Background: an optimization exercise with open tools, aiming at small area, a short achievable clock period and few clock cycles per item. Do not read the settings as production practice. Where RTL was checked, it was by simulation tests only, not by an equivalence proof against the original.

==> inputs of trial 1 <==
==> flow/design.v <==
module mips_multicycle #(
    parameter logic [31:0] RESET_PC = 32'h0000_0000,
    parameter int unsigned ADDR_W   = 32,
    parameter int unsigned CNT_W    = 32
) (
    input  logic              clk,
    input  logic              rst,
    output logic              mem_req,
    output logic              mem_we,
    output logic [ADDR_W-1:0] mem_addr,
    output logic [31:0]       mem_wdata,
    input  logic [31:0]       mem_rdata,
    input  logic              mem_ready,
    output logic              halt,
    output logic [CNT_W-1:0]  instr_count
);
    localparam logic [5:0] OpRtype = 6'h00;
    localparam logic [5:0] OpJ     = 6'h02;
    localparam logic [5:0] OpBeq   = 6'h04;
    localparam logic [5:0] OpAddi  = 6'h08;
    localparam logic [5:0] OpLw    = 6'h23;
    localparam logic [5:0] OpSw    = 6'h2b;
    localparam logic [5:0] FnSll = 6'h00;
    localparam logic [5:0] FnAdd = 6'h20;
    localparam logic [5:0] FnSub = 6'h22;
    localparam logic [5:0] FnAnd = 6'h24;
    localparam logic [5:0] FnOr  = 6'h25;
    localparam logic [5:0] FnSlt = 6'h2a;
    logic             halt_q;
    logic [31:0]      na_q;          
    logic [31:0]      pcn_q;         
    logic [31:0]      tgt_q;         
    logic             m_q;           
    logic             mwe_q;
    logic [4:0]       mrt_q;
    logic [31:0]      res_q;         
    logic             wen_q;         
    logic [4:0]       wdst_q;
    logic [CNT_W-1:0] cnt_q;
    logic             v_e;
    logic [25:0]      imm_e;         
    logic             j_e;
    logic [4:0]       dst_e;
    logic             wr_e;          
    logic             s_add, s_sub, s_and, s_or, s_slt, s_sll, s_imm;
    logic             mem_e, sw_e, beq_e, ill_e;
    logic [31:0]      a_e, b_e;
    logic             dep_e;         
    logic             qa_e, qb_e;    
    logic             la_e, lb_e;    
    logic [31:0]      rf_q [1:31];
    logic [31:1]      rf_v;          
    logic go, exec, capture;
    assign go      = !halt_q && mem_ready;
    assign exec    = go && !m_q && v_e && !dep_e;    
    assign capture = go && !m_q && !(v_e && dep_e);  
    logic [31:0] sext, sum_i, sum_r, diff, alu, btgt;
    logic        eq, lt, taken, misal;
    assign sext  = {{16{imm_e[15]}}, imm_e[15:0]};
    assign sum_i = a_e + sext;
    assign sum_r = a_e + b_e;
    assign diff  = a_e - b_e;
    assign eq    = (a_e == b_e);
    assign lt    = (a_e[31] ^ b_e[31]) ? a_e[31] : diff[31];
    assign alu = ({32{s_imm}} & sum_i) | ({32{s_add}} & sum_r) | ({32{s_sub}} & diff) |
                 ({32{s_and}} & (a_e & b_e)) | ({32{s_or}} & (a_e | b_e)) |
                 {31'b0, s_slt & lt} | ({32{s_sll}} & (b_e << imm_e[10:6]));
    assign misal = (a_e[1:0] + imm_e[1:0]) != 2'b00;
    assign taken = beq_e && eq;
    assign btgt  = pcn_q + {sext[29:0], 2'b00};
    assign mem_req   = !halt_q;
    assign mem_we    = m_q && mwe_q;
    assign mem_addr  = na_q;
    assign mem_wdata = tgt_q;
    logic [5:0] op, fn;
    logic [4:0] rs, rt, rd, dst;
    logic       rtype, wr, legal_r, use_rs, use_rt, jcap;
    assign op = mem_rdata[31:26];
    assign fn = mem_rdata[5:0];
    assign rs = mem_rdata[25:21];
    assign rt = mem_rdata[20:16];
    assign rd = mem_rdata[15:11];
    assign rtype   = (op == OpRtype);
    assign legal_r = (fn == FnSll) || (fn == FnAdd) || (fn == FnSub) ||
                     (fn == FnAnd) || (fn == FnOr)  || (fn == FnSlt);
    assign dst    = rtype ? rd : rt;
    assign wr     = (rtype || op == OpAddi || op == OpLw) && (dst != 5'd0);
    assign use_rs = !(rtype && fn == FnSll) && op != OpJ;
    assign use_rt = rtype || op == OpBeq || op == OpSw;
    assign jcap   = (op == OpJ);
    logic [31:0] rfw [32];
    assign rfw[0] = 32'h0;
    for (genvar g = 1; g < 32; g++) begin : g_rfw
        assign rfw[g] = rf_q[g];
    end
    logic xw, xl, da, db, wa, wb, va, vb;
    assign xw = v_e && wr_e && !mem_e;
    assign xl = v_e && wr_e && mem_e;
    assign da = xw && dst_e == rs && use_rs;
    assign db = xw && dst_e == rt && use_rt;
    assign wa = wen_q && wdst_q == rs;           
    assign wb = wen_q && wdst_q == rt;
    assign va = rf_v[rs];
    assign vb = rf_v[rt];
    always_ff @(posedge clk) begin
        for (int i = 1; i < 32; i++)
            if (wen_q && wdst_q == 5'(i)) rf_q[i] <= res_q;
    end
    always_ff @(posedge clk) begin
        if (rst) rf_v <= '0;
        else
            for (int i = 1; i < 32; i++)
                if (wen_q && wdst_q == 5'(i)) rf_v[i] <= 1'b1;
    end
    logic [31:0] inc, pnext;
    assign inc   = na_q + 32'd4;
    assign pnext = jcap ? {inc[31:28], mem_rdata[25:0], 2'b00} : inc;
    always_ff @(posedge clk) begin
        if (rst) begin
            halt_q <= 1'b0;
            na_q   <= RESET_PC;
            m_q    <= 1'b0;
            v_e    <= 1'b0;
            dep_e  <= 1'b0;
            wen_q  <= 1'b0;
            cnt_q  <= '0;
        end else if (go) begin
            wen_q <= 1'b0;
            if (m_q) begin
                m_q   <= 1'b0;
                wen_q <= !mwe_q;
                cnt_q <= cnt_q + 1'b1;
                if (mwe_q && v_e && res_q + 32'd4 == pcn_q) begin
                    v_e  <= 1'b0;
                    na_q <= res_q;
                end else if (j_e) begin
                    na_q <= {pcn_q[31:28], imm_e, 2'b00};
                end else begin
                    na_q <= pcn_q;
                end
            end else if (v_e && dep_e) begin
                dep_e <= 1'b0;
            end else begin
                v_e   <= 1'b1;
                dep_e <= da || db;
                na_q  <= pnext;
                if (v_e) begin
                    if (ill_e || (mem_e && misal)) begin
                        halt_q <= 1'b1;
                    end else if (mem_e) begin
                        m_q  <= 1'b1;
                        na_q <= sum_i;
                    end else begin
                        cnt_q <= cnt_q + 1'b1;
                        wen_q <= wr_e;
                        if (taken) begin
                            v_e   <= 1'b0;
                            dep_e <= 1'b0;
                            na_q  <= btgt;
                        end
                    end
                end
            end
        end
    end
    always_ff @(posedge clk) begin
        if (go) begin
            if (m_q) begin
                if (la_e) a_e <= mem_rdata;
                if (lb_e) b_e <= mem_rdata;
                res_q <= mem_rdata;
            end else if (v_e && dep_e) begin
                if (qa_e) a_e <= res_q;
                if (qb_e) b_e <= res_q;
            end else begin
                if (v_e) begin
                    res_q  <= alu;
                    tgt_q  <= b_e;
                    mwe_q  <= sw_e;
                    wdst_q <= dst_e;
                end
                pcn_q <= inc;
                imm_e <= mem_rdata[25:0];
                j_e   <= jcap;
                dst_e <= dst;
                wr_e  <= wr;
                s_imm <= op == OpAddi || op == OpLw || op == OpSw;
                s_add <= rtype && fn == FnAdd;
                s_sub <= rtype && fn == FnSub;
                s_and <= rtype && fn == FnAnd;
                s_or  <= rtype && fn == FnOr;
                s_slt <= rtype && fn == FnSlt;
                s_sll <= rtype && fn == FnSll;
                mem_e <= op == OpLw || op == OpSw;
                sw_e  <= op == OpSw;
                beq_e <= op == OpBeq;
                ill_e <= !((rtype && legal_r) || op == OpJ || op == OpBeq || op == OpAddi ||
                           op == OpLw || op == OpSw);
                a_e   <= wa ? res_q : (va ? rfw[rs] : 32'h0);
                b_e   <= wb ? res_q : (vb ? rfw[rt] : 32'h0);
                qa_e  <= da;
                qb_e  <= db;
                la_e  <= xl && dst_e == rs;
                lb_e  <= xl && dst_e == rt;
            end
        end
    end
    assign halt        = halt_q;
    assign instr_count = cnt_q;
endmodule
==> flow/run.sh <==
#!/bin/bash
# synth_recipe.tcl (not shown) runs the flow's synth.tcl, then flattens the netlist and writes it again
# the make line also repeats each setting of config.mk as NAME=value (left out here)
make -C /OpenROAD-flow-scripts/flow DESIGN_CONFIG=/design/flow/config.mk WORK_HOME=/design/flow/orfs CLKGATE_MAP_FILE= SYNTH_SCRIPT=/design/flow/synth_recipe.tcl finish
==> flow/config.mk <==
export PLATFORM = sky130hd
export DESIGN_NAME = mips_multicycle
export DESIGN_NICKNAME = mips_multicycle
export VERILOG_FILES = /design/flow/design.v
export SDC_FILE = /design/flow/constraint.sdc
export NUM_CORES = 4
export LEC_CHECK = 0
export CAP_MARGIN = 20
export CORE_MARGIN = 2
export CORE_UTILIZATION = 40
export SLEW_MARGIN = 20
==> flow/constraint.sdc <==
create_clock -name core_clock -period 6.0 [get_ports {clk}]
set_input_delay 1.2000 -clock core_clock [delete_from_list [all_inputs] [get_ports {clk}]]
set_output_delay 1.2000 -clock core_clock [all_outputs]
set_load 0.01 [all_outputs]
==> build 52 (differences from trial 1) <==
==> flow/design.v (replaced) <==
module mips_multicycle #(
    parameter logic [31:0] RESET_PC = 32'h0000_0000,
    parameter int unsigned ADDR_W   = 32,
    parameter int unsigned CNT_W    = 32
) (
    input  logic              clk,
    input  logic              rst,
    output logic              mem_req,
    output logic              mem_we,
    output logic [ADDR_W-1:0] mem_addr,
    output logic [31:0]       mem_wdata,
    input  logic [31:0]       mem_rdata,
    input  logic              mem_ready,
    output logic              halt,
    output logic [CNT_W-1:0]  instr_count
);
    localparam logic [5:0] OpRtype = 6'h00;
    localparam logic [5:0] OpJ     = 6'h02;
    localparam logic [5:0] OpBeq   = 6'h04;
    localparam logic [5:0] OpAddi  = 6'h08;
    localparam logic [5:0] OpLw    = 6'h23;
    localparam logic [5:0] OpSw    = 6'h2b;
    localparam logic [5:0] FnSll = 6'h00;
    localparam logic [5:0] FnAdd = 6'h20;
    localparam logic [5:0] FnSub = 6'h22;
    localparam logic [5:0] FnAnd = 6'h24;
    localparam logic [5:0] FnOr  = 6'h25;
    localparam logic [5:0] FnSlt = 6'h2a;
    logic             halt_q;
    logic [31:0]      na_q;          
    logic [31:0]      pcn_q;         
    logic [11:2]      yp_q;          
    logic [31:0]      tgt_q;         
    logic             redir_q;       
    logic             m_q;           
    logic             mwe_q;
    logic             wen_q;         
    logic [4:0]       wdst_q;
    logic [CNT_W-1:0] cnt_q;
    logic [31:0]      ri_q;          
    logic [31:0]      rr_q;          
    logic             lx_q, la_q;    
    logic [31:0]      ro_q;          
    logic             ki_q, kr_q, kl_q, ko_q;
    logic             v_e;
    logic [25:0]      imm_e;         
    logic [4:0]       dst_e;
    logic             wr_e;          
    logic             s_imm, s_add, s_sub, s_slt, s_and, s_or, s_sll;
    logic             mem_e, sw_e, beq_e, ill_e;
    logic [31:0]      a_e, b_e;
    logic             dep_e;         
    logic             qa_e, qb_e;    
    logic             fa_e, fb_e;    
    logic             la_e, lb_e;    
    logic [31:0]      rf_q [1:31];
    logic [31:1]      rf_v;          
    logic go, ev;
    assign go = !halt_q && mem_ready;
    assign ev = v_e && !redir_q;                 
    logic [31:0] res;
    logic lt_r;
    assign lt_r = lx_q ? la_q : rr_q[31];
    assign res = ({32{ki_q}} & ri_q) | ({32{kr_q}} & rr_q) | {31'b0, kl_q & lt_r} |
                 ({32{ko_q}} & ro_q);
    logic [31:0] sext, sum_i, bx, sum_r, a_f, b_f, oth, btgt;
    logic        eq, taken, misal;
    assign sext  = {{16{imm_e[15]}}, imm_e[15:0]};
    assign sum_i = a_e + sext;
    assign bx    = b_e ^ {32{s_sub}};
    assign sum_r = a_e + bx + {31'b0, s_sub};
    assign a_f   = fa_e ? res : a_e;
    assign b_f   = fb_e ? res : b_e;
    assign eq    = (a_f == b_f);
    assign oth   = ({32{s_and}} & (a_f & b_f)) | ({32{s_or}} & (a_f | b_f)) |
                   ({32{s_sll}} & (b_f << imm_e[10:6]));
    assign misal = (a_e[1:0] + imm_e[1:0]) != 2'b00;
    assign taken = beq_e && eq;
    assign btgt  = pcn_q + {sext[29:0], 2'b00};
    assign mem_req   = !halt_q;
    assign mem_we    = m_q && mwe_q;
    logic [31:0] faddr;
    assign faddr     = redir_q ? tgt_q : na_q;
    assign mem_addr  = m_q ? ri_q : faddr;
    assign mem_wdata = tgt_q;
    logic [5:0] op, fn;
    logic [4:0] rs, rt, rd, dst;
    logic       rtype, wr, legal_r, jcap, add_rs, add_rt;
    assign op = mem_rdata[31:26];
    assign fn = mem_rdata[5:0];
    assign rs = mem_rdata[25:21];
    assign rt = mem_rdata[20:16];
    assign rd = mem_rdata[15:11];
    assign rtype   = (op == OpRtype);
    assign legal_r = (fn == FnSll) || (fn == FnAdd) || (fn == FnSub) ||
                     (fn == FnAnd) || (fn == FnOr)  || (fn == FnSlt);
    assign dst    = rtype ? rd : rt;
    assign wr     = (rtype || op == OpAddi || op == OpLw) && (dst != 5'd0);
    assign jcap   = (op == OpJ);
    assign add_rs = (rtype && (fn == FnAdd || fn == FnSub || fn == FnSlt)) || op == OpAddi ||
                    op == OpLw || op == OpSw;
    assign add_rt = rtype && (fn == FnAdd || fn == FnSub || fn == FnSlt);
    logic [31:0] rfw [32];
    assign rfw[0] = 32'h0;
    for (genvar g = 1; g < 32; g++) begin : g_rfw
        assign rfw[g] = rf_q[g];
    end
    logic xw, xl, ma, mb, da, db, wa, wb, va, vb;
    assign xw = ev && wr_e && !mem_e;
    assign xl = ev && wr_e && mem_e;
    assign ma = xw && dst_e == rs;
    assign mb = xw && dst_e == rt;
    assign da = ma && add_rs;
    assign db = mb && add_rt;
    assign wa = wen_q && wdst_q == rs;           
    assign wb = wen_q && wdst_q == rt;
    assign va = rf_v[rs];
    assign vb = rf_v[rt];
    always_ff @(posedge clk) begin
        for (int i = 1; i < 32; i++)
            if (wen_q && wdst_q == 5'(i)) rf_q[i] <= res;
    end
    always_ff @(posedge clk) begin
        if (rst) rf_v <= '0;
        else
            for (int i = 1; i < 32; i++)
                if (wen_q && wdst_q == 5'(i)) rf_v[i] <= 1'b1;
    end
    logic [31:0] inc, pnext;
    assign inc   = faddr + 32'd4;
    assign pnext = jcap ? {inc[31:28], mem_rdata[25:0], 2'b00} : inc;
    always_ff @(posedge clk) begin
        if (rst) begin
            halt_q <= 1'b0;
            na_q   <= RESET_PC;
            m_q    <= 1'b0;
            v_e    <= 1'b0;
            redir_q <= 1'b0;
            dep_e  <= 1'b0;
            wen_q  <= 1'b0;
            cnt_q  <= '0;
        end else if (go) begin
            wen_q <= 1'b0;
            if (m_q) begin
                m_q   <= 1'b0;
                wen_q <= !mwe_q && wdst_q != 5'd0;
                cnt_q <= cnt_q + 1'b1;
                if (mwe_q && ev && ri_q[11:2] == yp_q) begin
                    v_e  <= 1'b0;
                    na_q <= ri_q;
                end
            end else if (ev && dep_e) begin
                dep_e <= 1'b0;
            end else begin
                v_e     <= 1'b1;
                redir_q <= 1'b0;
                dep_e   <= da || db;
                na_q    <= pnext;
                if (ev) begin
                    if (ill_e || (mem_e && misal)) begin
                        halt_q <= 1'b1;
                    end else if (mem_e) begin
                        m_q <= 1'b1;
                    end else begin
                        cnt_q <= cnt_q + 1'b1;
                        wen_q <= wr_e;
                        redir_q <= taken;
                    end
                end
            end
        end
    end
    always_ff @(posedge clk) begin
        if (go) begin
            if (m_q) begin
                if (la_e) a_e <= mem_rdata;
                if (lb_e) b_e <= mem_rdata;
                ro_q <= mem_rdata;
                ki_q <= 1'b0;
                kr_q <= 1'b0;
                kl_q <= 1'b0;
                ko_q <= 1'b1;
            end else if (ev && dep_e) begin
                if (qa_e) a_e <= res;
                if (qb_e) b_e <= res;
                fa_e <= 1'b0;
                fb_e <= 1'b0;
            end else begin
                if (ev) begin
                    ri_q   <= sum_i;
                    rr_q   <= sum_r;
                    lx_q   <= a_e[31] ^ b_e[31];
                    la_q   <= a_e[31];
                    ro_q   <= oth;
                    ki_q   <= s_imm;
                    kr_q   <= (s_add || s_sub) && !s_slt;
                    kl_q   <= s_slt;
                    ko_q   <= s_and || s_or || s_sll;
                    tgt_q  <= beq_e ? btgt : b_f;
                    mwe_q  <= sw_e;
                    wdst_q <= dst_e;
                end
                pcn_q <= inc;
                yp_q  <= faddr[11:2];
                imm_e <= mem_rdata[25:0];
                dst_e <= dst;
                wr_e  <= wr;
                s_imm <= op == OpAddi || op == OpLw || op == OpSw;
                s_add <= rtype && fn == FnAdd;
                s_sub <= rtype && (fn == FnSub || fn == FnSlt);
                s_slt <= rtype && fn == FnSlt;
                s_and <= rtype && fn == FnAnd;
                s_or  <= rtype && fn == FnOr;
                s_sll <= rtype && fn == FnSll;
                mem_e <= op == OpLw || op == OpSw;
                sw_e  <= op == OpSw;
                beq_e <= op == OpBeq;
                ill_e <= !((rtype && legal_r) || op == OpJ || op == OpBeq || op == OpAddi ||
                           op == OpLw || op == OpSw);
                a_e   <= wa ? res : (va ? rfw[rs] : 32'h0);
                b_e   <= wb ? res : (vb ? rfw[rt] : 32'h0);
                qa_e  <= ma;
                qb_e  <= mb;
                fa_e  <= ma && !(da || db);
                fb_e  <= mb && !(da || db);
                la_e  <= xl && dst_e == rs;
                lb_e  <= xl && dst_e == rt;
            end
        end
    end
    assign halt        = halt_q;
    assign instr_count = cnt_q;
endmodule
--- a/flow/config.mk
+++ b/flow/config.mk
@@ -9,3 +9,5 @@
 export CORE_MARGIN = 2
 export CORE_UTILIZATION = 40
+export PLACE_DENSITY = 0.5
+export SETUP_SLACK_MARGIN = 2.8
 export SLEW_MARGIN = 20
==> results.yml <==
layout:
  postLayoutCellArea_um2: 85200
  layout_common_cells: "sky130_fd_sc_hd__edfxtp_1, sky130_fd_sc_hd__buf_4, sky130_fd_sc_hd__a22o_1"
floorplanning:
  floorplan.die.height_um: 416
status:
  status: "timing/DRC/antenna clean"
clocking:
  tritoncts.num_buffers: 157
logic_synthesis:
  synthCells: 5428
the above is filed under build 52

==> results.yml <==
status:
  status: "timing/DRC/antenna clean"
layout:
  layout_common_cells: "sky130_fd_sc_hd__edfxtp_1, sky130_fd_sc_hd__a221oi_1, sky130_fd_sc_hd__a22o_1"
  final.signal_buffer_count: 398
  postLayoutCellArea_um2: 77600
floorplanning:
  floorplan.die.height_um: 413
worst_setup_path:
  critical_path.top_delay_family: "compound AO/OA/AOI/OAI gates"
logic_synthesis:
  synthCells: 5534
the above is filed under trial 1

Testbench counts of build 52, summed over its fixed seeds: cycles 81,651, instrs 60,900.
Function not checked in trial 1: the RTL went through the layout flow alone.

static timing again, ports no longer ideal:
In the flow no input, the clock included, has a driving cell. The finished layouts below were timed again as built, in two steps. Step 1, drivers: a clkbuf_16 drives clk and a buf_2 each remaining input, both assumed. Step 2 also shifts input and output timing later by t, the mid clock arrival at the registers, as if the neighbouring blocks saw the same clock. a / b / c = ideal ports / drivers / drivers and shift; a / b = the first two.
| run | shift t [ns] | setup WS [ns] | cell pins on the clock port's net |
|---|---|---|---|
| trial 1 | 0.904 | 0.879 / 0.879 / 0.269 | 1 |
| build 52 | 0.930 | 2.469 / 2.462 / 1.775 | 1 |
After both steps setup and hold are still met in every run listed. For build 52, which loses most, drivers alone change the setup slack by -0.007 ns; drivers and shift together by -0.694 ns.
